Source: an optimization exercise on an open RTL-to-GDS flow (aim: small area and few clock cycles). Production flows keep margins and buffers that such runs may drop. Function was checked by simulation only, so behaviour that the tests miss may differ from the original. Power figures rest on the tool's default switching activity, not on a simulated workload.

## flow/flow/run.sh

```bash
#!/bin/bash
# Layout flow: the standard layout (standard.sh) with these changes to how it is made:
#  - synthesis: ABC maps the combinational logic with flow/abc_area_map.script (choices,
#    then area-oriented mapping) in place of ORFS's abc_area.script, and Yosys's half/full
#    adder extraction is skipped (ADDER_MAP_FILE empty) so ABC optimises those gates with
#    the rest. Registers are mapped by dfflibmap before either step, exactly as in the
#    standard synthesis, and synth_recipe.tcl's flatten and renaming are kept as they are;
#  - every input and output port still gets its own buffer, a sky130_fd_sc_hd__buf_1
#    (BUFFER_PORTS_ARGS) instead of the larger cell buffer_ports picks by default.
# Each tool's output goes to ORFS's logs under orfs/logs/; make's own output to
# make_finish.log here.
set -euo pipefail
W=$(pwd)
sed -e 's#log_cmd abc {\*}$abc_args#log_cmd abc {*}[lreplace $abc_args 1 1 '"$W"'/flow/abc_area_map.script]#' \
	"$FLOW_HOME/scripts/synth.tcl" > "$W/synth_area.tcl"
grep -q 'abc_area_map.script' "$W/synth_area.tcl"
sed -e "s#\$::env(SCRIPTS_DIR)/synth.tcl#$W/synth_area.tcl#" "$W/synth_recipe.tcl" > "$W/synth_wrap.tcl"
grep -q 'synth_area.tcl' "$W/synth_wrap.tcl"
bash "$W/standard.sh" SYNTH_SCRIPT="$W/synth_wrap.tcl" ADDER_MAP_FILE= \
	BUFFER_PORTS_ARGS="-buffer_cell sky130_fd_sc_hd__buf_1" finish > "$W/make_finish.log" 2>&1
```

## flow/flow/abc_area_map.script

```
strash
 dc2
 &get -n
 &syn2
 &dch -f
 &nf -R 1000
 &put
 topo
 stime -c
```

## flow/standard.sh

```bash
#!/bin/bash
# synth_recipe.tcl (not shown) runs the flow's synth.tcl, then flattens the netlist and writes it again
# the make line also repeats each setting of config.mk as NAME=value (left out here)
make -C /OpenROAD-flow-scripts/flow DESIGN_CONFIG=/design/flow/config.mk WORK_HOME=/design/flow/orfs CLKGATE_MAP_FILE= SYNTH_SCRIPT=/design/flow/synth_recipe.tcl "${@:-finish}"
```

## flow/config.mk

```make
export PLATFORM = sky130hd
export DESIGN_NAME = text_to_lcd_command_stream
export DESIGN_NICKNAME = text_to_lcd_command_stream
export VERILOG_FILES = /design/flow/design.v
export SDC_FILE = /design/flow/constraint.sdc
export NUM_CORES = 4
export LEC_CHECK = 0
export CAP_MARGIN = 20
export CORE_MARGIN = 2
export CORE_UTILIZATION = 30
export PLACE_DENSITY = 0.5
export SETUP_SLACK_MARGIN = 0.2
export SLEW_MARGIN = 20
export SYNTH_MEMORY_MAX_BITS = 16384
```

## flow/constraint.sdc

```tcl
create_clock -name core_clock -period 5.0 [get_ports {clk}]
set_input_delay 1.0000 -clock core_clock [delete_from_list [all_inputs] [get_ports {clk}]]
set_output_delay 1.0000 -clock core_clock [all_outputs]
set_load 0.01 [all_outputs]
```

## flow/design.v

```verilog
package ttlcd_pkg;
	localparam int unsigned PageCountDef = 8;
	localparam logic [7:0] LastColumn = 8'd131;
	localparam logic [7:0] WrapColumn = 8'd127;
	localparam logic [7:0] CmdPage = 8'hB0;
	localparam logic [7:0] CmdColHigh = 8'h10;
	localparam logic [7:0] CmdColLow = 8'h00;
	localparam logic [7:0] GlyphWidth = 8'd8;
	localparam logic [7:0] AlignMask = 8'hF8;
	localparam int unsigned GlyphDepth = 1024;
	localparam int unsigned GlyphAddrW = $clog2(GlyphDepth);
	localparam int unsigned ByteW = 8;
	localparam int unsigned RunBytes = 35;
	localparam int unsigned IdxW = $clog2(RunBytes);
	localparam logic [IdxW-1:0] LastIdx = IdxW'(RunBytes - 1);
	localparam logic [1:0] PosPage = 2'd0;
	localparam logic [1:0] PosColHigh = 2'd1;
	localparam logic [1:0] PosColLow = 2'd2;
	localparam logic [1:0] PosData = 2'd3;
	localparam logic [6:0] GlyphFirst = 7'd32;
	localparam int unsigned GlyphCount = 96;
	function automatic logic [39:0] font_core(input logic [6:0] idx);
		logic [39:0] row;
		case (idx)
			7'd0: row = 40'h0000000000;
			7'd1: row = 40'h00004F0000;
			7'd2: row = 40'h0000000000;
			7'd3: row = 40'h0000000000;
			7'd4: row = 40'h0000000000;
			7'd5: row = 40'h2313086462;
			7'd6: row = 40'h0000000000;
			7'd7: row = 40'h0000000000;
			7'd8: row = 40'h0000000000;
			7'd9: row = 40'h0000000000;
			7'd10: row = 40'h0000000000;
			7'd11: row = 40'h08083E0808;
			7'd12: row = 40'h0000000000;
			7'd13: row = 40'h0808080808;
			7'd14: row = 40'h6060000000;
			7'd15: row = 40'h0000000000;
			7'd16: row = 40'h3E4141413E;
			7'd17: row = 40'h44427F4040;
			7'd18: row = 40'h4261514946;
			7'd19: row = 40'h2141454B31;
			7'd20: row = 40'h1814127F10;
			7'd21: row = 40'h2745454539;
			7'd22: row = 40'h2C4A494930;
			7'd23: row = 40'h0301710907;
			7'd24: row = 40'h3649494936;
			7'd25: row = 40'h064949291E;
			7'd26: row = 40'h0036360000;
			7'd27: row = 40'h0000000000;
			7'd28: row = 40'h0000000000;
			7'd29: row = 40'h1414141414;
			7'd30: row = 40'h0000000000;
			7'd31: row = 40'h0201510906;
			7'd32: row = 40'h0000000000;
			7'd33: row = 40'h3C1211123C;
			7'd34: row = 40'h7F49494936;
			7'd35: row = 40'h3E41414122;
			7'd36: row = 40'h7F4141221C;
			7'd37: row = 40'h7F49494941;
			7'd38: row = 40'h7F09090901;
			7'd39: row = 40'h3F41494972;
			7'd40: row = 40'h7F0808087F;
			7'd41: row = 40'h00417F4100;
			7'd42: row = 40'h2040413F01;
			7'd43: row = 40'h7F08142241;
			7'd44: row = 40'h7F40404040;
			7'd45: row = 40'h7F020C027F;
			7'd46: row = 40'h7F0408027F;
			7'd47: row = 40'h3F4141413F;
			7'd48: row = 40'h7F09090906;
			7'd49: row = 40'h3F4151215E;
			7'd50: row = 40'h7F09192946;
			7'd51: row = 40'h2649494932;
			7'd52: row = 40'h01017F0101;
			7'd53: row = 40'h3F4040403F;
			7'd54: row = 40'h1F2040201F;
			7'd55: row = 40'h3F4038403F;
			7'd56: row = 40'h6314081463;
			7'd57: row = 40'h0708700807;
			7'd58: row = 40'h6151494543;
			7'd59: row = 40'h0000000000;
			7'd60: row = 40'h0000000000;
			7'd61: row = 40'h0000000000;
			7'd62: row = 40'h0000000000;
			7'd63: row = 40'h0000000000;
			7'd64: row = 40'h0000000000;
			7'd65: row = 40'h1054545478;
			7'd66: row = 40'h7F48444438;
			7'd67: row = 40'h3844444420;
			7'd68: row = 40'h384444487F;
			7'd69: row = 40'h3854545418;
			7'd70: row = 40'h087E090102;
			7'd71: row = 40'h0C5252523E;
			7'd72: row = 40'h7F08040478;
			7'd73: row = 40'h00447D4000;
			7'd74: row = 40'h2040443400;
			7'd75: row = 40'h7F10284400;
			7'd76: row = 40'h00417F4000;
			7'd77: row = 40'h7C04180478;
			7'd78: row = 40'h7C08040478;
			7'd79: row = 40'h3844444438;
			7'd80: row = 40'h7C14141408;
			7'd81: row = 40'h081414187C;
			7'd82: row = 40'h7C08040408;
			7'd83: row = 40'h4854545420;
			7'd84: row = 40'h043F444020;
			7'd85: row = 40'h3C4040207C;
			7'd86: row = 40'h1C2040201C;
			7'd87: row = 40'h3C4038403C;
			7'd88: row = 40'h4428102844;
			7'd89: row = 40'h0C5050503C;
			7'd90: row = 40'h4464544C44;
			7'd91: row = 40'h0000000000;
			7'd92: row = 40'h0000000000;
			7'd93: row = 40'h0000000000;
			7'd94: row = 40'h0000000000;
			7'd95: row = 40'h0705070000;
			default: row = 40'h0000000000;
		endcase
		font_core = row;
	endfunction
	function automatic logic [ByteW-1:0] glyph_byte(input logic [GlyphAddrW-1:0] addr);
		logic [6:0] code;
		logic [2:0] col;
		logic [39:0] row;
		logic [ByteW-1:0] res;
		code = addr[GlyphAddrW-1:3];
		col = addr[2:0];
		res = '0;
		if (code >= GlyphFirst && col >= 3'd1 && col <= 3'd5) begin
			row = font_core(7'(code - GlyphFirst));
			case (col)
				3'd1: res = row[39:32];
				3'd2: res = row[31:24];
				3'd3: res = row[23:16];
				3'd4: res = row[15:8];
				default: res = row[7:0];
			endcase
		end
		glyph_byte = res;
	endfunction
	typedef struct packed {
		logic valid;
		logic [ByteW-1:0] value;
		logic is_data;
		logic last;
		logic blank;
		logic [GlyphAddrW-1:0] rom_addr;
	} issue_t;
endpackage
module ttlcd_rom (
	input  logic [6:0] code,
	input  logic [3:0] col,
	output logic [6:0] data
);
	logic [2:0] cc;
	logic       shown;
	logic [6:0] core;
	always_comb begin
		shown = code[6] | code[5];
		case (col)
			4'd1: cc = 3'd1;
			4'd2: cc = 3'd2;
			4'd3: cc = 3'd3;
			4'd4: cc = 3'd4;
			4'd5: cc = 3'd5;
			default: begin
				cc = 3'd1;
				shown = 1'b0;
			end
		endcase
	end
	assign data = shown ? core : 7'd0;
	logic new_n18;
	logic new_n19;
	logic new_n20;
	logic new_n21;
	logic new_n22;
	logic new_n23;
	logic new_n24;
	logic new_n25;
	logic new_n26;
	logic new_n27;
	logic new_n28;
	logic new_n29;
	logic new_n30;
	logic new_n31;
	logic new_n32;
	logic new_n33;
	logic new_n34;
	logic new_n35;
	logic new_n36;
	logic new_n37;
	logic new_n38;
	logic new_n39;
	logic new_n40;
	logic new_n41;
	logic new_n42;
	logic new_n43;
	logic new_n44;
	logic new_n45;
	logic new_n46;
	logic new_n47;
	logic new_n48;
	logic new_n49;
	logic new_n50;
	logic new_n51;
	logic new_n52;
	logic new_n53;
	logic new_n54;
	logic new_n55;
	logic new_n56;
	logic new_n57;
	logic new_n58;
	logic new_n59;
	logic new_n60;
	logic new_n61;
	logic new_n62;
	logic new_n63;
	logic new_n64;
	logic new_n65;
	logic new_n66;
	logic new_n67;
	logic new_n68;
	logic new_n69;
	logic new_n70;
	logic new_n71;
	logic new_n72;
	logic new_n73;
	logic new_n74;
	logic new_n75;
	logic new_n76;
	logic new_n77;
	logic new_n78;
	logic new_n79;
	logic new_n80;
	logic new_n81;
	logic new_n82;
	logic new_n83;
	logic new_n84;
	logic new_n85;
	logic new_n86;
	logic new_n87;
	logic new_n88;
	logic new_n89;
	logic new_n90;
	logic new_n91;
	logic new_n92;
	logic new_n93;
	logic new_n94;
	logic new_n95;
	logic new_n96;
	logic new_n97;
	logic new_n98;
	logic new_n99;
	logic new_n100;
	logic new_n101;
	logic new_n102;
	logic new_n103;
	logic new_n104;
	logic new_n105;
	logic new_n106;
	logic new_n107;
	logic new_n108;
	logic new_n109;
	logic new_n110;
	logic new_n111;
	logic new_n112;
	logic new_n113;
	logic new_n114;
	logic new_n115;
	logic new_n116;
	logic new_n117;
	logic new_n118;
	logic new_n119;
	logic new_n120;
	logic new_n121;
	logic new_n122;
	logic new_n123;
	logic new_n124;
	logic new_n125;
	logic new_n126;
	logic new_n127;
	logic new_n128;
	logic new_n129;
	logic new_n130;
	logic new_n131;
	logic new_n132;
	logic new_n133;
	logic new_n134;
	logic new_n135;
	logic new_n136;
	logic new_n137;
	logic new_n138;
	logic new_n139;
	logic new_n140;
	logic new_n141;
	logic new_n142;
	logic new_n143;
	logic new_n144;
	logic new_n145;
	logic new_n146;
	logic new_n147;
	logic new_n148;
	logic new_n149;
	logic new_n150;
	logic new_n151;
	logic new_n152;
	logic new_n153;
	logic new_n154;
	logic new_n155;
	logic new_n156;
	logic new_n157;
	logic new_n158;
	logic new_n159;
	logic new_n160;
	logic new_n161;
	logic new_n162;
	logic new_n163;
	logic new_n164;
	logic new_n165;
	logic new_n166;
	logic new_n167;
	logic new_n168;
	logic new_n169;
	logic new_n170;
	logic new_n171;
	logic new_n172;
	logic new_n173;
	logic new_n174;
	logic new_n175;
	logic new_n176;
	logic new_n177;
	logic new_n178;
	logic new_n179;
	logic new_n180;
	logic new_n181;
	logic new_n182;
	logic new_n183;
	logic new_n184;
	logic new_n185;
	logic new_n186;
	logic new_n187;
	logic new_n188;
	logic new_n189;
	logic new_n190;
	logic new_n191;
	logic new_n192;
	logic new_n193;
	logic new_n194;
	logic new_n195;
	logic new_n196;
	logic new_n197;
	logic new_n198;
	logic new_n199;
	logic new_n200;
	logic new_n201;
	logic new_n202;
	logic new_n204;
	logic new_n205;
	logic new_n206;
	logic new_n207;
	logic new_n208;
	logic new_n209;
	logic new_n210;
	logic new_n211;
	logic new_n212;
	logic new_n213;
	logic new_n214;
	logic new_n215;
	logic new_n216;
	logic new_n217;
	logic new_n218;
	logic new_n219;
	logic new_n220;
	logic new_n221;
	logic new_n222;
	logic new_n223;
	logic new_n224;
	logic new_n225;
	logic new_n226;
	logic new_n227;
	logic new_n228;
	logic new_n229;
	logic new_n230;
	logic new_n231;
	logic new_n232;
	logic new_n233;
	logic new_n234;
	logic new_n235;
	logic new_n236;
	logic new_n237;
	logic new_n238;
	logic new_n239;
	logic new_n240;
	logic new_n241;
	logic new_n242;
	logic new_n243;
	logic new_n244;
	logic new_n245;
	logic new_n246;
	logic new_n247;
	logic new_n248;
	logic new_n249;
	logic new_n250;
	logic new_n251;
	logic new_n252;
	logic new_n253;
	logic new_n254;
	logic new_n255;
	logic new_n256;
	logic new_n257;
	logic new_n258;
	logic new_n259;
	logic new_n260;
	logic new_n261;
	logic new_n262;
	logic new_n263;
	logic new_n264;
	logic new_n265;
	logic new_n266;
	logic new_n267;
	logic new_n268;
	logic new_n269;
	logic new_n270;
	logic new_n271;
	logic new_n272;
	logic new_n273;
	logic new_n274;
	logic new_n275;
	logic new_n276;
	logic new_n277;
	logic new_n278;
	logic new_n279;
	logic new_n280;
	logic new_n281;
	logic new_n282;
	logic new_n283;
	logic new_n284;
	logic new_n285;
	logic new_n286;
	logic new_n287;
	logic new_n288;
	logic new_n289;
	logic new_n290;
	logic new_n291;
	logic new_n292;
	logic new_n293;
	logic new_n294;
	logic new_n295;
	logic new_n296;
	logic new_n297;
	logic new_n298;
	logic new_n299;
	logic new_n300;
	logic new_n301;
	logic new_n302;
	logic new_n303;
	logic new_n304;
	logic new_n305;
	logic new_n306;
	logic new_n307;
	logic new_n309;
	logic new_n310;
	logic new_n311;
	logic new_n312;
	logic new_n313;
	logic new_n314;
	logic new_n315;
	logic new_n316;
	logic new_n317;
	logic new_n318;
	logic new_n319;
	logic new_n320;
	logic new_n321;
	logic new_n322;
	logic new_n323;
	logic new_n324;
	logic new_n325;
	logic new_n326;
	logic new_n327;
	logic new_n328;
	logic new_n329;
	logic new_n330;
	logic new_n331;
	logic new_n332;
	logic new_n333;
	logic new_n334;
	logic new_n335;
	logic new_n336;
	logic new_n337;
	logic new_n338;
	logic new_n339;
	logic new_n340;
	logic new_n341;
	logic new_n342;
	logic new_n343;
	logic new_n344;
	logic new_n345;
	logic new_n346;
	logic new_n347;
	logic new_n348;
	logic new_n349;
	logic new_n350;
	logic new_n351;
	logic new_n352;
	logic new_n353;
	logic new_n354;
	logic new_n355;
	logic new_n356;
	logic new_n357;
	logic new_n358;
	logic new_n359;
	logic new_n360;
	logic new_n361;
	logic new_n362;
	logic new_n363;
	logic new_n364;
	logic new_n365;
	logic new_n366;
	logic new_n367;
	logic new_n368;
	logic new_n369;
	logic new_n370;
	logic new_n371;
	logic new_n372;
	logic new_n373;
	logic new_n374;
	logic new_n375;
	logic new_n376;
	logic new_n377;
	logic new_n379;
	logic new_n380;
	logic new_n381;
	logic new_n382;
	logic new_n383;
	logic new_n384;
	logic new_n385;
	logic new_n386;
	logic new_n387;
	logic new_n388;
	logic new_n389;
	logic new_n390;
	logic new_n391;
	logic new_n392;
	logic new_n393;
	logic new_n394;
	logic new_n395;
	logic new_n396;
	logic new_n397;
	logic new_n398;
	logic new_n399;
	logic new_n400;
	logic new_n401;
	logic new_n402;
	logic new_n403;
	logic new_n404;
	logic new_n405;
	logic new_n406;
	logic new_n407;
	logic new_n408;
	logic new_n409;
	logic new_n410;
	logic new_n411;
	logic new_n412;
	logic new_n413;
	logic new_n414;
	logic new_n416;
	logic new_n417;
	logic new_n418;
	logic new_n419;
	logic new_n420;
	logic new_n421;
	logic new_n422;
	logic new_n423;
	logic new_n424;
	logic new_n425;
	logic new_n426;
	logic new_n427;
	logic new_n428;
	logic new_n429;
	logic new_n430;
	logic new_n431;
	logic new_n432;
	logic new_n433;
	logic new_n434;
	logic new_n435;
	logic new_n436;
	logic new_n437;
	logic new_n438;
	logic new_n439;
	logic new_n441;
	logic new_n442;
	logic new_n443;
	logic new_n444;
	logic new_n445;
	logic new_n446;
	logic new_n447;
	logic new_n448;
	logic new_n449;
	logic new_n450;
	logic new_n451;
	logic new_n452;
	logic new_n453;
	logic new_n454;
	logic new_n455;
	logic new_n456;
	logic new_n457;
	logic new_n458;
	logic new_n459;
	logic new_n460;
	logic new_n461;
	logic new_n462;
	logic new_n463;
	logic new_n464;
	logic new_n465;
	logic new_n466;
	logic new_n467;
	logic new_n468;
	logic new_n469;
	logic new_n470;
	logic new_n471;
	logic new_n472;
	logic new_n473;
	logic new_n474;
	logic new_n475;
	logic new_n476;
	logic new_n477;
	logic new_n478;
	logic new_n479;
	logic new_n480;
	logic new_n482;
	logic new_n483;
	logic new_n484;
	logic new_n485;
	logic new_n486;
	logic new_n487;
	logic new_n488;
	logic new_n489;
	logic new_n490;
	logic new_n491;
	logic new_n492;
	logic new_n493;
	logic new_n494;
	logic new_n495;
	logic new_n496;
	logic new_n497;
	logic new_n498;
	logic new_n499;
	logic new_n500;
	logic new_n501;
	logic new_n502;
	logic new_n503;
	logic new_n504;
	logic new_n505;
	logic new_n506;
	logic new_n507;
	logic new_n508;
	assign new_n18 = ~code[1] & ~code[0];
	assign new_n19 = code[1] & code[0];
	assign new_n20 = ~new_n18 & ~new_n19;
	assign new_n21 = ~cc[2] & ~cc[1];
	assign new_n22 = cc[2] & cc[0];
	assign new_n23 = ~new_n21 & ~new_n22;
	assign new_n24 = ~new_n20 & new_n23;
	assign new_n25 = ~code[5] & new_n18;
	assign new_n26 = ~new_n24 & ~new_n25;
	assign new_n27 = ~code[3] & cc[2];
	assign new_n28 = code[6] & ~code[4];
	assign new_n29 = code[2] & new_n28;
	assign new_n30 = ~new_n27 & new_n29;
	assign new_n31 = ~code[3] & code[2];
	assign new_n32 = code[5] & ~code[4];
	assign new_n33 = new_n31 & new_n32;
	assign new_n34 = cc[2] & ~cc[0];
	assign new_n35 = code[6] & code[3];
	assign new_n36 = code[6] & code[2];
	assign new_n37 = code[5] & code[4];
	assign new_n38 = ~code[6] & new_n37;
	assign new_n39 = ~code[2] & new_n38;
	assign new_n40 = code[3] & new_n39;
	assign new_n41 = code[6] & ~code[2];
	assign new_n42 = ~code[5] & code[4];
	assign new_n43 = new_n41 & new_n42;
	assign new_n44 = ~new_n40 & ~new_n43;
	assign new_n45 = ~new_n36 & new_n44;
	assign new_n46 = ~new_n35 & ~new_n45;
	assign new_n47 = ~new_n21 & new_n46;
	assign new_n48 = ~code[1] & cc[0];
	assign new_n49 = code[1] & ~cc[0];
	assign new_n50 = ~new_n48 & ~new_n49;
	assign new_n51 = new_n37 & new_n50;
	assign new_n52 = cc[0] & ~new_n37;
	assign new_n53 = code[2] & ~new_n52;
	assign new_n54 = ~new_n51 & new_n53;
	assign new_n55 = ~code[5] & ~code[4];
	assign new_n56 = ~code[1] & ~cc[2];
	assign new_n57 = ~new_n55 & ~new_n56;
	assign new_n58 = ~new_n54 & new_n57;
	assign new_n59 = new_n47 & ~new_n58;
	assign new_n60 = code[6] & code[0];
	assign new_n61 = code[3] & ~code[2];
	assign new_n62 = code[1] & ~new_n61;
	assign new_n63 = ~code[2] & ~code[1];
	assign new_n64 = code[3] & new_n63;
	assign new_n65 = ~new_n62 & ~new_n64;
	assign new_n66 = new_n60 & ~new_n65;
	assign new_n67 = ~code[1] & code[0];
	assign new_n68 = code[4] & new_n67;
	assign new_n69 = new_n66 & ~new_n68;
	assign new_n70 = ~code[3] & code[0];
	assign new_n71 = new_n48 & new_n70;
	assign new_n72 = ~new_n69 & ~new_n71;
	assign new_n73 = ~cc[2] & cc[1];
	assign new_n74 = ~new_n31 & new_n73;
	assign new_n75 = ~new_n72 & new_n74;
	assign new_n76 = ~code[4] & ~code[1];
	assign new_n77 = ~new_n61 & new_n76;
	assign new_n78 = code[6] & ~code[3];
	assign new_n79 = ~new_n28 & ~new_n78;
	assign new_n80 = ~new_n31 & ~new_n79;
	assign new_n81 = ~new_n77 & new_n80;
	assign new_n82 = new_n34 & ~new_n67;
	assign new_n83 = new_n81 & new_n82;
	assign new_n84 = ~cc[0] & ~new_n21;
	assign new_n85 = new_n67 & new_n84;
	assign new_n86 = code[3] & ~code[0];
	assign new_n87 = new_n20 & new_n34;
	assign new_n88 = new_n86 & new_n87;
	assign new_n89 = ~new_n85 & ~new_n88;
	assign new_n90 = ~code[3] & new_n41;
	assign new_n91 = code[2] & ~new_n78;
	assign new_n92 = ~new_n90 & ~new_n91;
	assign new_n93 = new_n28 & ~new_n92;
	assign new_n94 = ~new_n89 & new_n93;
	assign new_n95 = ~new_n83 & ~new_n94;
	assign new_n96 = ~new_n75 & new_n95;
	assign new_n97 = ~code[2] & new_n32;
	assign new_n98 = ~new_n96 & new_n97;
	assign new_n99 = ~new_n59 & ~new_n98;
	assign new_n100 = ~new_n34 & new_n99;
	assign new_n101 = new_n33 & ~new_n100;
	assign new_n102 = new_n61 & ~new_n76;
	assign new_n103 = code[2] & cc[2];
	assign new_n104 = ~code[0] & ~new_n103;
	assign new_n105 = ~new_n77 & new_n104;
	assign new_n106 = ~new_n102 & new_n105;
	assign new_n107 = new_n101 & new_n106;
	assign new_n108 = ~code[3] & new_n39;
	assign new_n109 = new_n20 & new_n108;
	assign new_n110 = ~code[0] & new_n31;
	assign new_n111 = ~cc[0] & new_n110;
	assign new_n112 = new_n51 & new_n111;
	assign new_n113 = ~new_n106 & new_n112;
	assign new_n114 = ~new_n109 & ~new_n113;
	assign new_n115 = ~new_n107 & new_n114;
	assign new_n116 = code[6] & new_n55;
	assign new_n117 = code[6] & ~code[0];
	assign new_n118 = ~new_n116 & ~new_n117;
	assign new_n119 = new_n61 & ~new_n118;
	assign new_n120 = ~code[4] & ~new_n73;
	assign new_n121 = new_n20 & new_n120;
	assign new_n122 = ~new_n24 & ~new_n121;
	assign new_n123 = new_n119 & new_n122;
	assign new_n124 = cc[0] & new_n73;
	assign new_n125 = ~code[0] & new_n124;
	assign new_n126 = code[4] & code[2];
	assign new_n127 = new_n78 & new_n126;
	assign new_n128 = new_n125 & new_n127;
	assign new_n129 = new_n21 & ~new_n37;
	assign new_n130 = code[1] & ~new_n22;
	assign new_n131 = ~new_n129 & new_n130;
	assign new_n132 = new_n22 & new_n67;
	assign new_n133 = ~new_n55 & new_n132;
	assign new_n134 = ~new_n131 & ~new_n133;
	assign new_n135 = code[4] & ~code[0];
	assign new_n136 = new_n90 & ~new_n135;
	assign new_n137 = ~new_n134 & new_n136;
	assign new_n138 = ~new_n128 & ~new_n137;
	assign new_n139 = ~new_n123 & new_n138;
	assign new_n140 = new_n115 & new_n139;
	assign new_n141 = ~code[3] & new_n134;
	assign new_n142 = code[3] & ~new_n85;
	assign new_n143 = ~new_n125 & new_n142;
	assign new_n144 = new_n34 & new_n39;
	assign new_n145 = ~new_n43 & ~new_n144;
	assign new_n146 = ~new_n143 & ~new_n145;
	assign new_n147 = ~new_n141 & new_n146;
	assign new_n148 = new_n19 & new_n103;
	assign new_n149 = ~new_n64 & ~new_n148;
	assign new_n150 = new_n23 & ~new_n149;
	assign new_n151 = ~new_n32 & ~new_n63;
	assign new_n152 = new_n60 & ~new_n151;
	assign new_n153 = new_n150 & new_n152;
	assign new_n154 = ~new_n147 & new_n153;
	assign new_n155 = new_n140 & ~new_n154;
	assign new_n156 = ~code[5] & new_n41;
	assign new_n157 = ~code[6] & code[5];
	assign new_n158 = code[0] & new_n157;
	assign new_n159 = new_n126 & new_n158;
	assign new_n160 = ~new_n156 & ~new_n159;
	assign new_n161 = new_n62 & ~new_n160;
	assign new_n162 = new_n155 & ~new_n161;
	assign new_n163 = new_n37 & ~new_n78;
	assign new_n164 = ~new_n63 & new_n163;
	assign new_n165 = ~new_n155 & ~new_n164;
	assign new_n166 = new_n124 & ~new_n165;
	assign new_n167 = ~new_n162 & new_n166;
	assign new_n168 = ~new_n30 & ~new_n167;
	assign new_n169 = ~new_n26 & ~new_n168;
	assign new_n170 = code[0] & ~new_n99;
	assign new_n171 = new_n32 & new_n47;
	assign new_n172 = new_n18 & new_n171;
	assign new_n173 = ~code[3] & new_n157;
	assign new_n174 = new_n67 & new_n173;
	assign new_n175 = new_n103 & new_n174;
	assign new_n176 = code[1] & ~code[0];
	assign new_n177 = code[2] & ~cc[2];
	assign new_n178 = new_n157 & new_n177;
	assign new_n179 = new_n176 & new_n178;
	assign new_n180 = new_n143 & new_n179;
	assign new_n181 = ~new_n175 & ~new_n180;
	assign new_n182 = ~code[4] & ~new_n181;
	assign new_n183 = new_n20 & ~new_n33;
	assign new_n184 = new_n30 & new_n183;
	assign new_n185 = new_n43 & new_n176;
	assign new_n186 = ~new_n23 & ~new_n185;
	assign new_n187 = ~new_n184 & new_n186;
	assign new_n188 = code[2] & ~new_n20;
	assign new_n189 = code[3] & ~new_n18;
	assign new_n190 = new_n38 & ~new_n189;
	assign new_n191 = new_n23 & ~new_n190;
	assign new_n192 = ~new_n188 & ~new_n191;
	assign new_n193 = ~new_n187 & new_n192;
	assign new_n194 = new_n21 & ~new_n86;
	assign new_n195 = ~new_n70 & new_n194;
	assign new_n196 = new_n81 & new_n195;
	assign new_n197 = ~new_n66 & new_n196;
	assign new_n198 = ~new_n193 & ~new_n197;
	assign new_n199 = ~new_n182 & new_n198;
	assign new_n200 = ~new_n172 & new_n199;
	assign new_n201 = ~new_n170 & new_n200;
	assign new_n202 = new_n155 & new_n201;
	assign core[6] = ~(~new_n169 & new_n202);
	assign new_n204 = ~new_n18 & ~new_n23;
	assign new_n205 = ~new_n56 & new_n204;
	assign new_n206 = new_n115 & ~new_n205;
	assign new_n207 = ~new_n50 & new_n73;
	assign new_n208 = new_n19 & new_n108;
	assign new_n209 = new_n38 & new_n110;
	assign new_n210 = ~new_n93 & ~new_n209;
	assign new_n211 = ~new_n208 & new_n210;
	assign new_n212 = ~new_n207 & new_n211;
	assign new_n213 = ~new_n206 & ~new_n212;
	assign new_n214 = new_n40 & new_n176;
	assign new_n215 = ~new_n112 & ~new_n214;
	assign new_n216 = new_n73 & ~new_n215;
	assign new_n217 = code[5] & code[1];
	assign new_n218 = new_n87 & ~new_n217;
	assign new_n219 = new_n58 & new_n218;
	assign new_n220 = ~new_n216 & ~new_n219;
	assign new_n221 = new_n46 & ~new_n220;
	assign new_n222 = new_n37 & new_n41;
	assign new_n223 = new_n84 & new_n86;
	assign new_n224 = ~new_n87 & new_n223;
	assign new_n225 = ~new_n132 & ~new_n224;
	assign new_n226 = new_n222 & ~new_n225;
	assign new_n227 = code[3] & new_n29;
	assign new_n228 = ~new_n127 & ~new_n227;
	assign new_n229 = ~new_n37 & ~new_n55;
	assign new_n230 = new_n18 & new_n229;
	assign new_n231 = ~new_n228 & new_n230;
	assign new_n232 = new_n124 & new_n231;
	assign new_n233 = new_n22 & new_n78;
	assign new_n234 = new_n19 & new_n233;
	assign new_n235 = ~new_n93 & new_n234;
	assign new_n236 = ~code[4] & ~new_n18;
	assign new_n237 = new_n31 & ~new_n236;
	assign new_n238 = ~code[4] & code[1];
	assign new_n239 = new_n61 & new_n238;
	assign new_n240 = ~new_n237 & ~new_n239;
	assign new_n241 = new_n34 & new_n116;
	assign new_n242 = ~new_n240 & new_n241;
	assign new_n243 = ~new_n235 & ~new_n242;
	assign new_n244 = ~new_n232 & new_n243;
	assign new_n245 = ~new_n226 & new_n244;
	assign new_n246 = ~new_n221 & new_n245;
	assign new_n247 = new_n204 & ~new_n228;
	assign new_n248 = ~code[4] & ~new_n20;
	assign new_n249 = code[3] & ~code[1];
	assign new_n250 = ~new_n130 & ~new_n249;
	assign new_n251 = ~new_n23 & new_n41;
	assign new_n252 = ~new_n250 & new_n251;
	assign new_n253 = new_n248 & new_n252;
	assign new_n254 = ~new_n247 & ~new_n253;
	assign new_n255 = ~new_n20 & new_n103;
	assign new_n256 = new_n28 & new_n250;
	assign new_n257 = ~new_n255 & new_n256;
	assign new_n258 = new_n254 & ~new_n257;
	assign new_n259 = code[2] & new_n21;
	assign new_n260 = ~code[1] & new_n259;
	assign new_n261 = ~new_n258 & new_n260;
	assign new_n262 = new_n84 & new_n176;
	assign new_n263 = code[0] & ~new_n23;
	assign new_n264 = ~new_n262 & ~new_n263;
	assign new_n265 = ~new_n37 & new_n252;
	assign new_n266 = new_n264 & new_n265;
	assign new_n267 = ~code[5] & new_n21;
	assign new_n268 = ~new_n126 & ~new_n267;
	assign new_n269 = new_n78 & ~new_n268;
	assign new_n270 = ~new_n264 & new_n269;
	assign new_n271 = ~new_n73 & ~new_n117;
	assign new_n272 = ~new_n176 & ~new_n271;
	assign new_n273 = code[5] & cc[0];
	assign new_n274 = ~new_n56 & new_n273;
	assign new_n275 = new_n272 & new_n274;
	assign new_n276 = ~new_n240 & new_n275;
	assign new_n277 = ~new_n270 & ~new_n276;
	assign new_n278 = ~new_n266 & new_n277;
	assign new_n279 = ~new_n182 & new_n278;
	assign new_n280 = ~new_n261 & new_n279;
	assign new_n281 = new_n246 & new_n280;
	assign new_n282 = ~new_n37 & new_n197;
	assign new_n283 = ~new_n116 & ~new_n174;
	assign new_n284 = new_n259 & ~new_n283;
	assign new_n285 = ~new_n282 & ~new_n284;
	assign new_n286 = new_n281 & new_n285;
	assign new_n287 = ~new_n213 & new_n286;
	assign new_n288 = new_n152 & new_n207;
	assign new_n289 = ~new_n211 & new_n250;
	assign new_n290 = ~new_n288 & ~new_n289;
	assign new_n291 = ~new_n211 & new_n248;
	assign new_n292 = ~new_n290 & ~new_n291;
	assign new_n293 = ~new_n37 & new_n292;
	assign new_n294 = ~new_n155 & new_n293;
	assign new_n295 = ~new_n233 & ~new_n252;
	assign new_n296 = new_n68 & ~new_n295;
	assign new_n297 = new_n41 & new_n88;
	assign new_n298 = ~new_n296 & ~new_n297;
	assign new_n299 = ~new_n66 & ~new_n175;
	assign new_n300 = cc[0] & ~new_n299;
	assign new_n301 = new_n298 & ~new_n300;
	assign new_n302 = ~new_n240 & ~new_n301;
	assign new_n303 = new_n18 & new_n39;
	assign new_n304 = ~new_n23 & new_n303;
	assign new_n305 = ~new_n197 & ~new_n304;
	assign new_n306 = ~new_n302 & new_n305;
	assign new_n307 = ~new_n294 & new_n306;
	assign core[5] = ~(new_n287 & new_n307);
	assign new_n309 = code[0] & new_n124;
	assign new_n310 = ~code[0] & new_n22;
	assign new_n311 = ~new_n309 & ~new_n310;
	assign new_n312 = new_n108 & ~new_n311;
	assign new_n313 = new_n204 & new_n269;
	assign new_n314 = ~new_n312 & ~new_n313;
	assign new_n315 = ~new_n197 & new_n314;
	assign new_n316 = new_n298 & new_n315;
	assign new_n317 = new_n67 & new_n316;
	assign new_n318 = ~new_n33 & ~new_n67;
	assign new_n319 = ~new_n317 & ~new_n318;
	assign new_n320 = ~new_n287 & new_n319;
	assign new_n321 = new_n22 & ~new_n240;
	assign new_n322 = new_n285 & ~new_n321;
	assign new_n323 = new_n29 & ~new_n322;
	assign new_n324 = ~new_n40 & ~new_n90;
	assign new_n325 = new_n132 & ~new_n324;
	assign new_n326 = ~new_n232 & new_n254;
	assign new_n327 = ~new_n325 & new_n326;
	assign new_n328 = ~new_n323 & new_n327;
	assign new_n329 = ~new_n320 & new_n328;
	assign new_n330 = ~new_n31 & ~new_n164;
	assign new_n331 = new_n66 & ~new_n330;
	assign new_n332 = ~new_n184 & ~new_n331;
	assign new_n333 = new_n21 & ~new_n332;
	assign new_n334 = cc[2] & ~new_n67;
	assign new_n335 = ~new_n73 & new_n222;
	assign new_n336 = ~new_n334 & new_n335;
	assign new_n337 = ~new_n333 & ~new_n336;
	assign new_n338 = new_n306 & new_n337;
	assign new_n339 = ~code[3] & ~new_n338;
	assign new_n340 = code[6] & ~code[5];
	assign new_n341 = new_n49 & new_n340;
	assign new_n342 = ~new_n273 & ~new_n341;
	assign new_n343 = ~cc[2] & ~new_n342;
	assign new_n344 = ~new_n157 & ~new_n343;
	assign new_n345 = ~code[4] & code[3];
	assign new_n346 = code[0] & new_n345;
	assign new_n347 = new_n65 & new_n346;
	assign new_n348 = ~new_n344 & new_n347;
	assign new_n349 = ~new_n339 & ~new_n348;
	assign new_n350 = new_n33 & new_n60;
	assign new_n351 = new_n349 & new_n350;
	assign new_n352 = ~code[6] & new_n276;
	assign new_n353 = new_n244 & ~new_n352;
	assign new_n354 = ~code[4] & ~new_n353;
	assign new_n355 = ~new_n119 & ~new_n354;
	assign new_n356 = new_n309 & ~new_n355;
	assign new_n357 = new_n159 & new_n249;
	assign new_n358 = ~new_n216 & ~new_n357;
	assign new_n359 = ~new_n356 & new_n358;
	assign new_n360 = code[1] & ~new_n70;
	assign new_n361 = new_n222 & ~new_n360;
	assign new_n362 = ~cc[2] & ~cc[0];
	assign new_n363 = new_n67 & new_n362;
	assign new_n364 = new_n33 & new_n363;
	assign new_n365 = ~new_n361 & ~new_n364;
	assign new_n366 = new_n23 & ~new_n365;
	assign new_n367 = new_n246 & new_n366;
	assign new_n368 = ~new_n23 & new_n365;
	assign new_n369 = ~new_n246 & new_n368;
	assign new_n370 = new_n43 & new_n224;
	assign new_n371 = ~new_n292 & ~new_n370;
	assign new_n372 = new_n306 & new_n371;
	assign new_n373 = ~new_n369 & new_n372;
	assign new_n374 = ~new_n367 & new_n373;
	assign new_n375 = new_n359 & new_n374;
	assign new_n376 = ~new_n351 & new_n375;
	assign new_n377 = ~new_n167 & new_n376;
	assign core[4] = ~(new_n329 & new_n377);
	assign new_n379 = ~new_n22 & new_n209;
	assign new_n380 = ~new_n101 & ~new_n379;
	assign new_n381 = new_n258 & ~core[5];
	assign new_n382 = ~new_n380 & ~new_n381;
	assign new_n383 = new_n81 & new_n125;
	assign new_n384 = new_n96 & ~new_n383;
	assign new_n385 = ~new_n354 & new_n384;
	assign new_n386 = code[5] & ~new_n385;
	assign new_n387 = ~new_n18 & new_n55;
	assign new_n388 = new_n93 & new_n387;
	assign new_n389 = ~new_n161 & new_n388;
	assign new_n390 = new_n384 & new_n389;
	assign new_n391 = ~new_n128 & ~new_n159;
	assign new_n392 = new_n134 & ~new_n391;
	assign new_n393 = code[5] & cc[2];
	assign new_n394 = new_n251 & ~new_n393;
	assign new_n395 = new_n106 & new_n394;
	assign new_n396 = ~new_n392 & ~new_n395;
	assign new_n397 = ~new_n333 & new_n396;
	assign new_n398 = new_n316 & new_n397;
	assign new_n399 = code[1] & ~new_n119;
	assign new_n400 = ~code[1] & new_n23;
	assign new_n401 = new_n61 & ~new_n400;
	assign new_n402 = new_n21 & new_n92;
	assign new_n403 = new_n73 & new_n90;
	assign new_n404 = ~new_n402 & ~new_n403;
	assign new_n405 = ~new_n401 & new_n404;
	assign new_n406 = ~new_n399 & ~new_n405;
	assign new_n407 = new_n37 & new_n406;
	assign new_n408 = new_n370 & ~new_n406;
	assign new_n409 = ~new_n407 & ~new_n408;
	assign new_n410 = new_n398 & new_n409;
	assign new_n411 = ~new_n323 & new_n410;
	assign new_n412 = ~new_n390 & new_n411;
	assign new_n413 = ~new_n386 & new_n412;
	assign new_n414 = new_n359 & new_n413;
	assign core[2] = ~(~new_n382 & new_n414);
	assign new_n416 = ~code[1] & new_n33;
	assign new_n417 = ~new_n106 & ~new_n416;
	assign new_n418 = code[6] & ~new_n126;
	assign new_n419 = ~new_n417 & new_n418;
	assign new_n420 = ~new_n226 & ~new_n419;
	assign new_n421 = ~core[2] & ~new_n420;
	assign new_n422 = new_n38 & new_n150;
	assign new_n423 = ~new_n22 & ~new_n362;
	assign new_n424 = new_n387 & new_n423;
	assign new_n425 = ~new_n184 & ~new_n424;
	assign new_n426 = ~new_n216 & new_n425;
	assign new_n427 = ~new_n99 & ~new_n426;
	assign new_n428 = ~new_n422 & ~new_n427;
	assign new_n429 = ~new_n229 & ~new_n298;
	assign new_n430 = ~new_n35 & ~new_n173;
	assign new_n431 = new_n76 & new_n309;
	assign new_n432 = ~new_n430 & new_n431;
	assign new_n433 = ~new_n272 & new_n379;
	assign new_n434 = ~new_n432 & ~new_n433;
	assign new_n435 = ~new_n147 & new_n434;
	assign new_n436 = ~new_n429 & new_n435;
	assign new_n437 = new_n428 & new_n436;
	assign new_n438 = new_n349 & new_n437;
	assign new_n439 = new_n329 & new_n438;
	assign core[3] = ~(~new_n421 & new_n439);
	assign new_n441 = new_n22 & new_n42;
	assign new_n442 = code[1] & new_n33;
	assign new_n443 = ~new_n441 & ~new_n442;
	assign new_n444 = core[6] & ~new_n443;
	assign new_n445 = cc[2] & new_n39;
	assign new_n446 = code[1] & new_n445;
	assign new_n447 = new_n140 & ~new_n446;
	assign new_n448 = ~code[1] & ~new_n445;
	assign new_n449 = ~new_n140 & ~new_n448;
	assign new_n450 = ~new_n156 & ~new_n171;
	assign new_n451 = ~new_n19 & ~new_n362;
	assign new_n452 = ~new_n450 & new_n451;
	assign new_n453 = ~new_n190 & ~new_n452;
	assign new_n454 = new_n23 & ~new_n453;
	assign new_n455 = ~new_n449 & new_n454;
	assign new_n456 = ~new_n447 & new_n455;
	assign new_n457 = ~new_n108 & ~new_n171;
	assign new_n458 = ~code[0] & ~new_n457;
	assign new_n459 = new_n44 & ~new_n182;
	assign new_n460 = ~code[1] & ~new_n459;
	assign new_n461 = ~new_n161 & ~new_n460;
	assign new_n462 = ~new_n458 & new_n461;
	assign new_n463 = ~new_n23 & ~new_n462;
	assign new_n464 = ~new_n281 & ~new_n396;
	assign new_n465 = new_n75 & new_n273;
	assign new_n466 = ~new_n333 & ~new_n364;
	assign new_n467 = ~new_n465 & new_n466;
	assign new_n468 = new_n79 & ~new_n467;
	assign new_n469 = new_n285 & ~new_n468;
	assign new_n470 = ~new_n464 & new_n469;
	assign new_n471 = ~new_n209 & new_n216;
	assign new_n472 = new_n207 & new_n209;
	assign new_n473 = ~new_n471 & ~new_n472;
	assign new_n474 = ~new_n94 & new_n254;
	assign new_n475 = ~code[5] & ~new_n474;
	assign new_n476 = ~new_n354 & ~new_n475;
	assign new_n477 = new_n473 & new_n476;
	assign new_n478 = new_n470 & new_n477;
	assign new_n479 = ~new_n463 & new_n478;
	assign new_n480 = ~new_n456 & new_n479;
	assign core[1] = ~(~new_n444 & new_n480);
	assign new_n482 = ~new_n90 & ~new_n258;
	assign new_n483 = new_n90 & new_n258;
	assign new_n484 = new_n28 & ~new_n72;
	assign new_n485 = ~new_n483 & ~new_n484;
	assign new_n486 = new_n23 & ~new_n485;
	assign new_n487 = ~new_n482 & ~new_n486;
	assign new_n488 = code[5] & ~new_n294;
	assign new_n489 = ~new_n487 & ~new_n488;
	assign new_n490 = code[3] & new_n156;
	assign new_n491 = new_n279 & ~new_n490;
	assign new_n492 = ~code[2] & ~new_n19;
	assign new_n493 = ~new_n28 & new_n492;
	assign new_n494 = ~new_n29 & ~new_n493;
	assign new_n495 = ~new_n491 & ~new_n494;
	assign new_n496 = ~new_n454 & ~new_n495;
	assign new_n497 = ~new_n303 & new_n400;
	assign new_n498 = new_n473 & ~new_n497;
	assign new_n499 = ~new_n496 & new_n498;
	assign new_n500 = ~code[0] & ~new_n34;
	assign new_n501 = new_n164 & ~new_n500;
	assign new_n502 = ~new_n231 & ~new_n501;
	assign new_n503 = new_n73 & new_n188;
	assign new_n504 = code[3] & ~new_n503;
	assign new_n505 = ~new_n502 & ~new_n504;
	assign new_n506 = new_n428 & ~new_n505;
	assign new_n507 = new_n470 & new_n506;
	assign new_n508 = ~new_n499 & new_n507;
	assign core[0] = ~(~new_n489 & new_n508);
endmodule
module text_to_lcd_command_stream #(
	parameter int unsigned PAGE_COUNT = ttlcd_pkg::PageCountDef
) (
	input  logic       clk,
	input  logic       arst_n,
	input  logic       in_valid,
	output logic       in_ready,
	input  logic [7:0] char_code,
	output logic       out_valid,
	input  logic       out_ready,
	output logic [7:0] out_byte,
	output logic       is_data,
	output logic       last
);
	localparam int unsigned PageW = (PAGE_COUNT > 1) ? $clog2(PAGE_COUNT) : 1;
	localparam logic [PageW-1:0] PageMax = PageW'(PAGE_COUNT - 1);
	logic [3:0]       grp_q;
	logic [1:0]       pos_q;
	logic [6:0]       code_q;    
	logic [3:0]       cell_q;    
	logic [PageW-1:0] page_q;
	logic       idle;
	logic       last_byte;
	logic       take;
	logic       step;
	logic [7:0] col_cur;
	logic [7:0] mirrored;
	logic [6:0] glyph;
	logic [6:0] glyph_q;
	assign idle = grp_q[3] & (pos_q == 2'd3);
	assign last_byte = grp_q[3] & (pos_q == 2'd2);
	assign in_ready = idle | (last_byte & out_ready);
	assign take = in_valid & in_ready;
	assign step = out_ready & ~idle;
	always_ff @(posedge clk or negedge arst_n) begin
		if (!arst_n) begin
			grp_q <= 4'd8;
			pos_q <= 2'd3;
			cell_q <= '0;
			page_q <= '0;
		end else begin
			if (take) begin
				grp_q <= '0;
				pos_q <= '0;
			end else if (step) begin
				{grp_q, pos_q} <= {grp_q, pos_q} + 6'd1;
			end
			if (step & last_byte) begin
				{page_q, cell_q} <= {page_q, cell_q} + 7'd1;
			end
		end
	end
	always_ff @(posedge clk) begin
		if (in_ready) begin
			code_q <= {char_code[6:5] & ~{2{char_code[7]}}, char_code[4:0]};
		end
	end
	assign col_cur = {1'b0, cell_q, 3'b000} + {4'b0, grp_q};
	assign mirrored = ttlcd_pkg::LastColumn - col_cur;
	ttlcd_rom u_font (
		.code(code_q),
		.col (grp_q),
		.data(glyph)
	);
	always_ff @(posedge clk) begin
		glyph_q <= glyph;
	end
	assign out_valid = ~idle;
	assign is_data = (pos_q == 2'd3);
	assign last = last_byte;
	always_comb begin
		case (pos_q)
			2'd0: out_byte = ttlcd_pkg::CmdPage + 8'(page_q);
			2'd1: out_byte = ttlcd_pkg::CmdColHigh + {4'b0, mirrored[7:4]};
			2'd2: out_byte = ttlcd_pkg::CmdColLow + {4'b0, mirrored[3:0]};
			default: out_byte = {1'b0, glyph_q};
		endcase
	end
endmodule
```

==> results by group, run 1 <==
Outcome
  • Outcome: timing/DRC/antenna clean

Critical path
  • Worst path cell trace: clkinv_1 > or3_1 > o21ai_0 > buf_4 > o32ai_1 > and3_1 > nor2_1 > o31ai_1 > o21a_1 > nand2_1 > nand4_1 > a21oi_2 > nor3_1 > nor3_1 > a21oi_1 > or4b_1 > a21oi_1 > nor2_1 > nor2_1
  • Worst Path Buf+Inv: 2
  • Setup CP Type: register to register
  • Top delay family on crit path: simple AND/OR/NAND/NOR gates
  • R2R depth: 19
  • Crit. End Element: register
  • Crit-path max cell delay: 610 ps
  • Crit path max fanout: 7
  • Worst setup SP type: register
  • Critical path depth: 19
  • Most frequent CP cell: nor2_1
  • Crit path DAT: 4660 ps
  • Critical Path RT: 5220 ps
  • CP max stage cell: or3_1

Cells and area
  • Final nets: 492
  • Diodes inserted: 0
  • Layout Cells excl Fill: 608
  • Core Util, Final: 36.4%
  • Layout cells sized above 1: 7.72%
  • Area Overhead vs Synth: 16.5%
  • Most common cell after layout, fill and taps aside: nor2_1
  • Most frequent cells in the layout: nor2_1 (64), nand2_1 (60), o21ai_0 (35)

Drt
  • Vias/cell: 6.50
  • DR WL/cell: 23.2 um
  • Antenna Nets Post-Route: 0
  • DR DRC count: 0
  • Via count: 3,949
  • Total Routed Length: 14,100 um
  • First DRT Iteration DRCs: 639
  • DR pass1 iterations: 5

Logic synthesis
  • Post-Synthesis Cells: 429
  • Seq/Total Area, Yosys: 23.3%
  • Synthesized Nets: 441
  • Synth top area share: 8.59%
  • Number of flops mapped to enable cells by yosys: 7
  • Largest cells by area after synthesis: dfrtp_1 (8.6%), nor2_1 (8.5%), nand2_1 (7.7%)
  • Number of synthesized register bits: 27
  • Ys Warns: 2
  • Syn avg cell area: 6.79 um^2
  • Area leader, netlist: dfrtp_1
  • Netlist Area Pre-Place: 2910 um^2
  • Distinct cells, synth: 49
  • Synth Flop Type: dfrtp_1
  • Synth async-reset ratio: 48.1%

Power
  • Peak supply drop: 0.178 mV
  • Pwr Total: 0.00168 W
  • PD cells: 496 nW/um^2
  • Static Leakage: 1.18 nW

Timing
  • Hold Vio Cnt, Final: 0
  • Achievable clock frequency: 0.225 GHz
  • Min Clock Period, post-route: 4450 ps
  • Setup violators final: 0
  • Worst-Margin Slew: 753 ps
  • Setup TNS: 0 ps
  • Hold Worst Slack: 495 ps
  • Worst Clk Skew: 12.6 ps
  • RSZ-0062 raised after global routing: no
  • Slew Limit Fails: 0
  • Final period util: 88.9%
  • Rel. slew slack: 49.1%

GRT
  • First-pass GRT wire length: 21,500 um
  • Vias in the first global route: 3,609
  • Pin count of the biggest net entering global routing: 26
  • Global-route usage over all layers: 27.5%
  • Initial antenna violation count: 0
  • GRT overflow: 0

Clock tree
  • Clk sinks: 27
  • CTS tree: done
  • Worst-case clock buffer depth: 2
  • H-tree depth: 1
  • CTS Hold Bufs: 0
  • Reg clk slew, reported paths: 100 ps
  • CTS root buffer: clkbuf_8
  • Clock latency on the worst-skew pair: 280 ps
  • TritonCTS Buffers: 3

Placement
  • Dpl cells: 604
  • Gpl congestion: 1.03
  • Post-DP HPWL: 11,000 um
  • Port bufs: 23

Floorplan
  • Core area: 9330 um^2
  • Row cnt: 35
  • Chip width: 103 um
  • Die height: 103 um
  • Die area: 10,500 um^2
  • Initial core utilization: 31.2%
  • Io pins: 24

Worst hold path
  • Hold WC Path Type: register to register
  • Worst Hold Depth: 1

Job
  • Maximum Capacitance Violations: 0
## synth_stat cells, types with 7 or more instances
cell,count
edfxtp_1,7
and3_1,8
a31oi_1,8
nand2_1,60
dfrtp_1,10
a21oi_1,32
dfxtp_1,7
nand3_1,23
xnor2_1,8
nor2_1,66
nand2b_1,14
nor2b_1,14
xor2_1,7
o211ai_1,9
and2_0,7
nor4_1,7
nor3_1,28
o21ai_0,35
## per-layer routing
layer	vias up	share of wire, %	GRT usage, %
li1	1740	-	-
met2	342	41	39.8
met3	69	12	5.56
met4	0	4.6	10.9
met1	1798	42	40.0
met5	-	0	0
## through the flow
stage | worst slack, ps | area [um^2]
2_1_floorplan | 1210 | 2910
3_3_place_gp | 657 | 3340
3_5_place_dp | 516 | 3340
4_1_cts | 475 | 3390
5_1_grt | 242 | 3400
6_report | 555 | 3400
## path summary, 6_finish.rpt
check	from	end	slack [ps]
max	grp_q[1]	glyph_q[3]	550
min reg2reg	page_q[2]	page_q[2]	490
min in group asynchronous	arst_n	page_q[0]	730
max reg2reg	grp_q[1]	glyph_q[3]	550
min	page_q[2]	page_q[2]	490
max in group asynchronous	arst_n	grp_q[2]	3780
## state kept, by name, indices dropped and copies added (netlist names)
signal	count
page_q	3
code_q	7
glyph_q	7
cell_q	4
grp_q	4
pos_q	2
## power breakdown
part | leakage, nW | total [W] | internal (W) | switching [W]
registers | 0.282 | 0.000416 | 0.000296 | 0.000121
logic | 0.876 | 0.00114 | 0.000384 | 0.000759
clock network | 0.0255 | 0.000124 | 0.0000558 | 0.0000677
total | 1.18 | 0.00168 | 0.000736 | 0.000947
## worst register-to-register path, cell delays in order, from the launching register on
cell and delay (ps):
dfrtp_1 440, clkinv_1 220, or3_1 610, o21ai_0 240, buf_4 170, o32ai_1 100
and3_1 230, nor2_1 160, o31ai_1 150, o21a_1 230, nand2_1 90, nand4_1 150
a21oi_2 280, nor3_1 110, nor3_1 270, a21oi_1 100, or4b_1 540, a21oi_1 160
nor2_1 70, nor2_1 80
## what timing repair did
| action | 4_1_cts | 5_1_grt |
|---|---|---|
| endpoints found under the setup margin | 0 | 2 |
| gates resized for setup | 0 | 4 |
| setup buffers | 0 | 0 |
## cell type report
class	count	area [um^2]
Inverter	5	18.8
Clock inverter	1	5.00
Timing Repair Buffer	46	259
Tap cell	129	161
Clock buffer	3	41.3
Fill cell	1042	5930
Multi-Input combinational cell	397	2230
Sequential cell	27	681
## kinds of logic after synthesis
group | count (synthesis) | share of synthesized area, %
xor+xnor | 15 | 4.51
flops | 27 | 23.3
compound gates | 136 | 30.1
simple gates | 242 | 39.2
mux | 4 | 2.28
buf+inv | 5 | 0.644
Testbench counts, summed over its fixed seeds: cycles 84,008.
==> inputs of run 2 (changes only) <==
--- a/flow/config.mk
+++ b/flow/config.mk
@@ -9,4 +9,5 @@
 export CORE_MARGIN = 2
 export CORE_UTILIZATION = 30
+export GPL_TIMING_DRIVEN = 0
 export PLACE_DENSITY = 0.5
 export SETUP_SLACK_MARGIN = 0.2
==> run 2 against run 1 <==
Against the previous run:
- highest routed layer unchanged
- critical path depth stayed put
- synthesized area unchanged
- sequential cell count did not move
- critical endpoint unchanged
==> results by group, run 2 <==
Outcome
  • Outcome: timing/DRC/antenna clean

GRT
  • Vias in the first global route: 3,675 (+1.8%)
  • First-pass GRT wire length: 20,500 um (-4.5%)
  • Initial antenna violation count: 0 (unchanged)
  • Pin count of the biggest net entering global routing: 27 (+3.8%)
  • GRT overflow: 0 (unchanged)
  • Global-route usage over all layers: 25.5% (-2.0 points)

Logic synthesis
  • Seq/Total Area, Yosys: 23.3% (unchanged)
  • Most common cell in the netlist: nor2_1
  • Number of flops mapped to enable cells by yosys: 7 (unchanged)
  • Area leader, netlist: dfrtp_1
  • Synth top area share: 8.59% (unchanged)
  • Syn avg cell area: 6.79 um^2 (unchanged)
  • Synthesized Nets: 441 (unchanged)
  • Largest cells by area after synthesis: dfrtp_1 (8.6%), nor2_1 (8.5%), nand2_1 (7.7%)
  • Post-Synthesis Cells: 429 (unchanged)
  • Synth Flop Type: dfrtp_1
  • Netlist Area Pre-Place: 2910 um^2 (unchanged)
  • Ys Warns: 2 (unchanged)
  • Synth async-reset ratio: 48.1% (unchanged)
  • Distinct cells, synth: 49 (unchanged)
  • Number of synthesized register bits: 27 (unchanged)
  • Top cells by count, synth: nor2_1 (66), nand2_1 (60), o21ai_0 (35)

Timing
  • Hold Vio Cnt, Final: 0 (unchanged)
  • Setup TNS: 0 ps (unchanged)
  • Worst Clk Skew: 12.7 ps (+0.0878 ps)
  • RSZ-0062 raised after global routing: no
  • Final period util: 93.1% (+4.2 points)
  • Min Clock Period, post-route: 4650 ps (+210 ps)
  • Rel. slew slack: 38.3% (-11 points)
  • Setup violators final: 0 (unchanged)
  • Achievable clock frequency: 0.215 GHz (-4.5%)
  • Worst-Margin Slew: 920 ps (+167 ps)
  • Slew Limit Fails: 0 (unchanged)

Critical path
  • Top delay family on crit path: simple AND/OR/NAND/NOR gates
  • Worst setup SP type: register
  • Critical Path RT: 5220 ps (about the same)
  • R2R depth: 19 (unchanged)
  • Worst path cell trace: nand2b_1 > nand2_1 > nand2_1 > nor2_1 > o21ai_0 > o31ai_1 > nor2_1 > o31ai_1 > o21a_1 > nand2_1 > nand4_1 > a21oi_4 > nor3_1 > nor3_2 > a21oi_1 > or4b_1 > a21oi_1 > nor2_1 > nor2_1
  • Critical path depth: 19 (unchanged)
  • Reg-to-Reg Start: code_q[0]
  • Crit path DAT: 4870 ps (+210 ps)
  • Most frequent CP cell: nor2_1
  • Crit-path max cell delay: 650 ps (+40 ps)
  • Crit path max fanout: 15 (+8)
  • Crit. End Element: register
  • Worst setup endpoint: glyph_q[3]
  • CP max stage cell: edfxtp_1
  • Reg2reg setup slack: 350 ps (-210 ps)
  • Setup CP Type: register to register
  • Crit Reg-Reg Endpoint: glyph_q[3]
  • Worst Path Buf+Inv: 0 (-2)
  • Critical path origin: code_q[0]

Cells and area
  • Core Util, Final: 36.1% (-0.35 points)
  • Area Overhead vs Synth: 15.4%
  • Most frequent cells in the layout: nor2_1 (62), nand2_1 (59), o21ai_0 (34)
  • Diodes inserted: 0 (unchanged)
  • Most common cell after layout, fill and taps aside: nor2_1
  • Final nets: 478 (-2.8%)
  • # fillers: 1,025 (-1.6%)
  • Top flop regs: code_q (7), glyph_q (7)
  • Layout cells sized above 1: 6.45% (-1.3 points)
  • Final Instance Area: 3360 um^2 (-0.96%)

Clock tree
  • Reg clk slew, reported paths: 100 ps (about the same)
  • H-tree depth: 1 (unchanged)
  • CTS root buffer: clkbuf_8
  • Clock latency on the worst-skew pair: 280 ps (about the same)
  • CTS tree: done
  • TritonCTS Buffers: 3 (unchanged)
  • Worst-case clock buffer depth: 2 (unchanged)
  • Clk sinks: 27 (unchanged)

Drt
  • First DRT Iteration DRCs: 657 (+2.8%)
  • DR DRC count: 0 (unchanged)
  • Total Routed Length: 13,300 um (-6.2%)
  • Met2 wire length: 5440 um (-6.5%)
  • DR pass1 iterations: 7 (+2)
  • Max Used Layer: met4
  • Vias/cell: 6.65 (+2.4%)
  • Met3 wire length: 1770 um (+0.80%)
  • Via count: 3,952 (+0.076%)
  • Routed metal-1 wirelength: 5170 um (-12%)
  • Antenna Nets Post-Route: 0 (unchanged)
  • DR WL/cell: 22.3 um (-3.9%)

Power
  • PD cells: 499 nW/um^2 (+0.64%)
  • Static Leakage: 1.14 nW (-4.0%)
  • Pwr Total: 0.00168 W (-0.33%)
  • Peak supply drop: 0.203 mV (+14%)

Floorplan
  • Die height: 103 um (unchanged)
  • Core area: 9330 um^2 (unchanged)
  • Io pins: 24 (unchanged)
  • Initial core utilization: 31.2% (unchanged)
  • Die area: 10,500 um^2 (unchanged)
  • Row cnt: 35 (unchanged)
  • Chip width: 103 um (unchanged)

Placement
  • Gpl congestion: 1.05 (+1.7%)
  • Post-DP HPWL: 9410 um (-15%)
  • Port bufs: 23 (unchanged)
  • Dpl cell area: 3190 um^2 (-4.4%)

Job
  • Maximum Capacitance Violations: 0 (unchanged)

Worst hold path
  • Hold WC Path Type: register to register
## run 2: cell counts after synthesis
Identical to the previous run, type by type.
## run 2: metal layers
layer | vias to the layer above | track usage (%)
met4 | 0 | 12.8
met2 | 360 | 36.8
met1 | 1795 | 35.5
met3 | 82 | 6.03
met5 | - | 0
li1 | 1715 | -
## run 2: what timing repair did
item,CTS,global route
hold buffers,0,0
setup endpoints to repair,2,2
gates cloned,0,0
pin swaps,0,0
setup buffers,2,5
resized for setup,7,8
## run 2: how the worst min path moves through the flow
stage,from,to,slack (ps),depth (start not counted)
6_report,page_q[2],page_q[2],470,1
5_1_grt,page_q[2],page_q[2],490,1
4_1_cts,page_q[2],page_q[2],480,1
3_5_place_dp,page_q[2],page_q[2],460,1
3_3_place_gp,page_q[2],page_q[2],460,1
2_1_floorplan,page_q[2],page_q[2],440,1
## run 2: report_power, final
| group | switching (W) | total (W) | leakage, nW | internal [W] |
|---|---|---|---|---|
| Sequential | 0.000172 | 0.000471 | 0.283 | 0.000299 |
| Clock | 0.0000691 | 0.000126 | 0.0260 | 0.0000570 |
| Combinational | 0.000715 | 0.00108 | 0.828 | 0.000366 |
## run 2: through the flow
stage                     hold slack (ps)  setup WS (ps)  std cells
after global routing                  495            217        594
final                                 469            345        594
after floorplan                       439           1210        429
after global placement                463           -529        581
after detailed placement              461           -295        583
after CTS                             479            200        589
## run 2: cell type report
class	instances	area, um^2	share of cell area (%)
Clock buffer	3	41.3	1.23
Multi-Input combinational cell	397	2280	67.8
Tap cell	129	161	4.80
Inverter	5	18.8	0.558
Sequential cell	27	684	20.3
Timing Repair Buffer	32	170	5.06
Clock inverter	1	6.26	0.186
## run 2: kinds of logic (layout without fill, tap and decap cells)
group | after synthesis | in the layout | share of synthesized area (%)
xor gates and xnor gates | 15 | 15 | 4.51
AOI/OAI and AO/OA | 136 | 136 | 30.1
DFF | 27 | 27 | 23.3
muxes | 4 | 4 | 2.28
buffers and inverters | 5 | 41 | 0.644
and+or+nand+nor | 242 | 242 | 39.2
==> inputs of run 3 (changes only) <==
--- a/flow/config.mk
+++ b/flow/config.mk
@@ -10,6 +10,6 @@
 export CORE_UTILIZATION = 30
 export GPL_TIMING_DRIVEN = 0
-export PLACE_DENSITY = 0.5
-export SETUP_SLACK_MARGIN = 0.2
+export PLACE_DENSITY = 0.6
+export SETUP_SLACK_MARGIN = 0.1
 export SLEW_MARGIN = 20
 export SYNTH_MEMORY_MAX_BITS = 16384
==> run 3 against run 2 <==
Against the previous run:
- routed wire length fell by 1.9%
- synthesized area did not move
- synthesized cell count did not move
- sequential share of layout area fell by 0.13 points
- worst setup slack got worse by 3.4 ps
==> results by group, run 3 <==
Outcome
  • Outcome: timing/DRC/antenna clean

Drt
  • DR DRC count: 0 (unchanged)
  • Total Routed Length: 13,000 um (-1.9%)
  • First DRT Iteration DRCs: 913 (+39%)
  • DR WL/cell: 21.8 um (-2.4%)
  • Vias/cell: 6.69 (+0.55%)
  • Via count: 3,994 (+1.1%)
  • DR pass1 iterations: 10 (+3)
  • Antenna Nets Post-Route: 0 (unchanged)

Critical path
  • Reg-to-Reg Start: grp_q[1]
  • Critical path origin: grp_q[1]
  • Most frequent CP cell: nor2_1
  • Crit-path max cell delay: 570 ps (-80 ps)
  • Worst path cell trace: clkinv_1 > nand2_2 > or3_1 > o21ai_4 > o32ai_1 > and3_1 > nor2_1 > o31ai_1 > o21a_1 > nand2_1 > nand4_1 > a21oi_2 > nor3_1 > nor3_2 > a21oi_1 > or4b_1 > a21oi_1 > nor2_1 > nor2_1
  • Top delay family on crit path: simple AND/OR/NAND/NOR gates
  • R2R depth: 19 (unchanged)
  • Worst Path Buf+Inv: 1 (+1)
  • Worst setup SP type: register
  • Worst setup endpoint: glyph_q[3]
  • CP max stage cell: or4b_1
  • Critical Path RT: 5210 ps (about the same)
  • Crit. End Element: register
  • Setup CP Type: register to register
  • Crit path max fanout: 8 (-7)
  • Critical path depth: 19 (unchanged)
  • Reg2reg setup slack: 340 ps (about the same)
  • Crit path DAT: 4870 ps (about the same)
  • Crit Reg-Reg Endpoint: glyph_q[3]

Logic synthesis
  • Synth top area share: 8.59% (unchanged)
  • Distinct cells, synth: 49 (unchanged)
  • Top cells by count, synth: nor2_1 (66), nand2_1 (60), o21ai_0 (35)
  • Ys Warns: 2 (unchanged)
  • Seq/Total Area, Yosys: 23.3% (unchanged)
  • Largest cells by area after synthesis: dfrtp_1 (8.6%), nor2_1 (8.5%), nand2_1 (7.7%)
  • Number of flops mapped to enable cells by yosys: 7 (unchanged)
  • Area leader, netlist: dfrtp_1
  • Netlist Area Pre-Place: 2910 um^2 (unchanged)
  • Most common cell in the netlist: nor2_1
  • Synthesized Nets: 441 (unchanged)
  • Syn avg cell area: 6.79 um^2 (unchanged)
  • Synth async-reset ratio: 48.1% (unchanged)
  • Synth Flop Type: dfrtp_1
  • Number of synthesized register bits: 27 (unchanged)
  • Post-Synthesis Cells: 429 (unchanged)

Timing
  • Setup violators final: 0 (unchanged)
  • Rel. slew slack: 33.9% (-4.4 points)
  • RSZ-0062 raised after global routing: no
  • Worst Clk Skew: 5.68 ps (-7.02 ps)
  • Min Clock Period, post-route: 4660 ps (+3.40 ps)
  • Worst-Margin Slew: 982 ps (+62.2 ps)
  • Achievable clock frequency: 0.215 GHz (about the same)
  • Final period util: 93.2% (about the same)
  • Hold Vio Cnt, Final: 0 (unchanged)
  • Slew Limit Fails: 0 (unchanged)

GRT
  • Global-route usage over all layers: 24.0% (-1.5 points)
  • First-pass GRT wire length: 19,700 um (-4.4%)
  • Vias in the first global route: 3,643 (-0.87%)
  • Pin count of the biggest net entering global routing: 33 (+22%)
  • GRT overflow: 0 (unchanged)
  • Initial antenna violation count: 0 (unchanged)

Cells and area
  • Layout cells sized above 1: 7.26% (+0.81 points)
  • Final Instance Area: 3380 um^2 (+0.63%)
  • # fillers: 995 (-2.9%)
  • Area Overhead vs Synth: 16.1%
  • Layout Cells excl Fill: 597 (+0.51%)
  • Diodes inserted: 0 (unchanged)
  • Final nets: 481 (+0.63%)
  • Top flop regs: code_q (7), glyph_q (7)
  • Most common cell after layout, fill and taps aside: nor2_1
  • Most frequent cells in the layout: nor2_1 (62), nand2_1 (59), o21ai_0 (34)

Clock tree
  • CTS tree: done
  • Reg clk slew, reported paths: 90 ps (about the same)
  • Clock latency on the worst-skew pair: 280 ps (about the same)
  • Clk sinks: 27 (unchanged)
  • Worst-case clock buffer depth: 2 (unchanged)
  • H-tree depth: 1 (unchanged)
  • CTS root buffer: clkbuf_8
  • TritonCTS Buffers: 3 (unchanged)
  • CTS Hold Bufs: 0 (unchanged)

Floorplan
  • Initial core utilization: 31.2% (unchanged)
  • Die area: 10,500 um^2 (unchanged)
  • Die height: 103 um (unchanged)
  • Row cnt: 35 (unchanged)
  • Io pins: 24 (unchanged)
  • Chip width: 103 um (unchanged)
  • Core area: 9330 um^2 (unchanged)

Placement
  • Gpl congestion: 1.08 (+2.3%)
  • Dpl cell area: 3190 um^2 (unchanged)
  • Post-DP HPWL: 9150 um (-2.7%)
  • Dpl cells: 583 (unchanged)
  • Port bufs: 23 (unchanged)

Worst hold path
  • Hold WC Path Type: register to register

Job
  • Maximum Capacitance Violations: 0 (unchanged)

Power
  • Static Leakage: 1.15 nW (+1.1%)
  • Peak supply drop: 0.185 mV (-8.8%)
  • PD cells: 497 nW/um^2 (-0.41%)
==> run 3: how the worst min path moves through the flow <==
stage,endpoint,slack [ps],depth (start not counted),startpoint
after floorplan,page_q[2],440,1,page_q[2]
after global placement,page_q[2],470,1,page_q[2]
after detailed placement,page_q[2],480,1,page_q[2]
after CTS,page_q[2],490,1,page_q[2]
after global routing,page_q[2],520,1,page_q[2]
final,page_q[2],490,1,page_q[2]
==> run 3: final cells by class <==
class / instances / area (um^2) / area share [%]
Clock buffer: 3 / 41.3 / 1.22
Clock inverter: 1 / 5.00 / 0.148
Inverter: 5 / 18.8 / 0.555
Multi-Input combinational cell: 397 / 2280 / 67.2
Sequential cell: 27 / 684 / 20.2
Tap cell: 129 / 161 / 4.77
Timing Repair Buffer: 35 / 198 / 5.84
==> run 3: power by group <==
| group | internal, W | leakage, nW | switching (W) |
|---|---|---|---|
| clock | 0.0000559 | 0.0255 | 0.0000692 |
| combinational | 0.000374 | 0.841 | 0.000720 |
| sequential | 0.000299 | 0.283 | 0.000164 |
| total | 0.000729 | 1.15 | 0.000953 |
==> run 3: kinds of logic (layout without fill, tap and decap cells) <==
group,count (synthesis),count (layout),synth area share (%)
AO/OA/AOI/OAI,136,136,30.1
XOR/XNOR,15,15,4.51
buffers and inverters,5,44,0.644
flip-flops,27,27,23.3
multiplexers,4,4,2.28
AND/OR/NAND/NOR,242,242,39.2
==> run 3: per-stage QoR <==
step / setup slack [ps] / util [%] / hold WS (ps) / TNS (ps) / power (W)
2_1_floorplan: 1210 / - / 439 / 0 / 0.00109
3_3_place_gp: -348 / 33.9 / 469 / -628 / 0.00146
3_5_place_dp: -123 / 34.2 / 476 / -152 / 0.00144
4_1_cts: 107 / 34.8 / 491 / 0 / 0.00158
5_1_grt: 142 / 36.3 / 521 / 0 / 0.00178
6_report: 342 / 36.3 / 488 / 0 / 0.00168
==> run 3: per-layer routing <==
metal  GRT usage (%)  up-vias  wire (um)
li1                -     1723          -
met1            31.4     1790       4840
met2            34.4      372       5310
met3            6.85      109       1850
met4            15.5        0       1010
met5            1.44        -          0
==> run 3: repair_timing <==
action,in CTS,in global routing
gates resized for setup,5,11
endpoints found under the setup margin,2,2
setup buffers,0,10
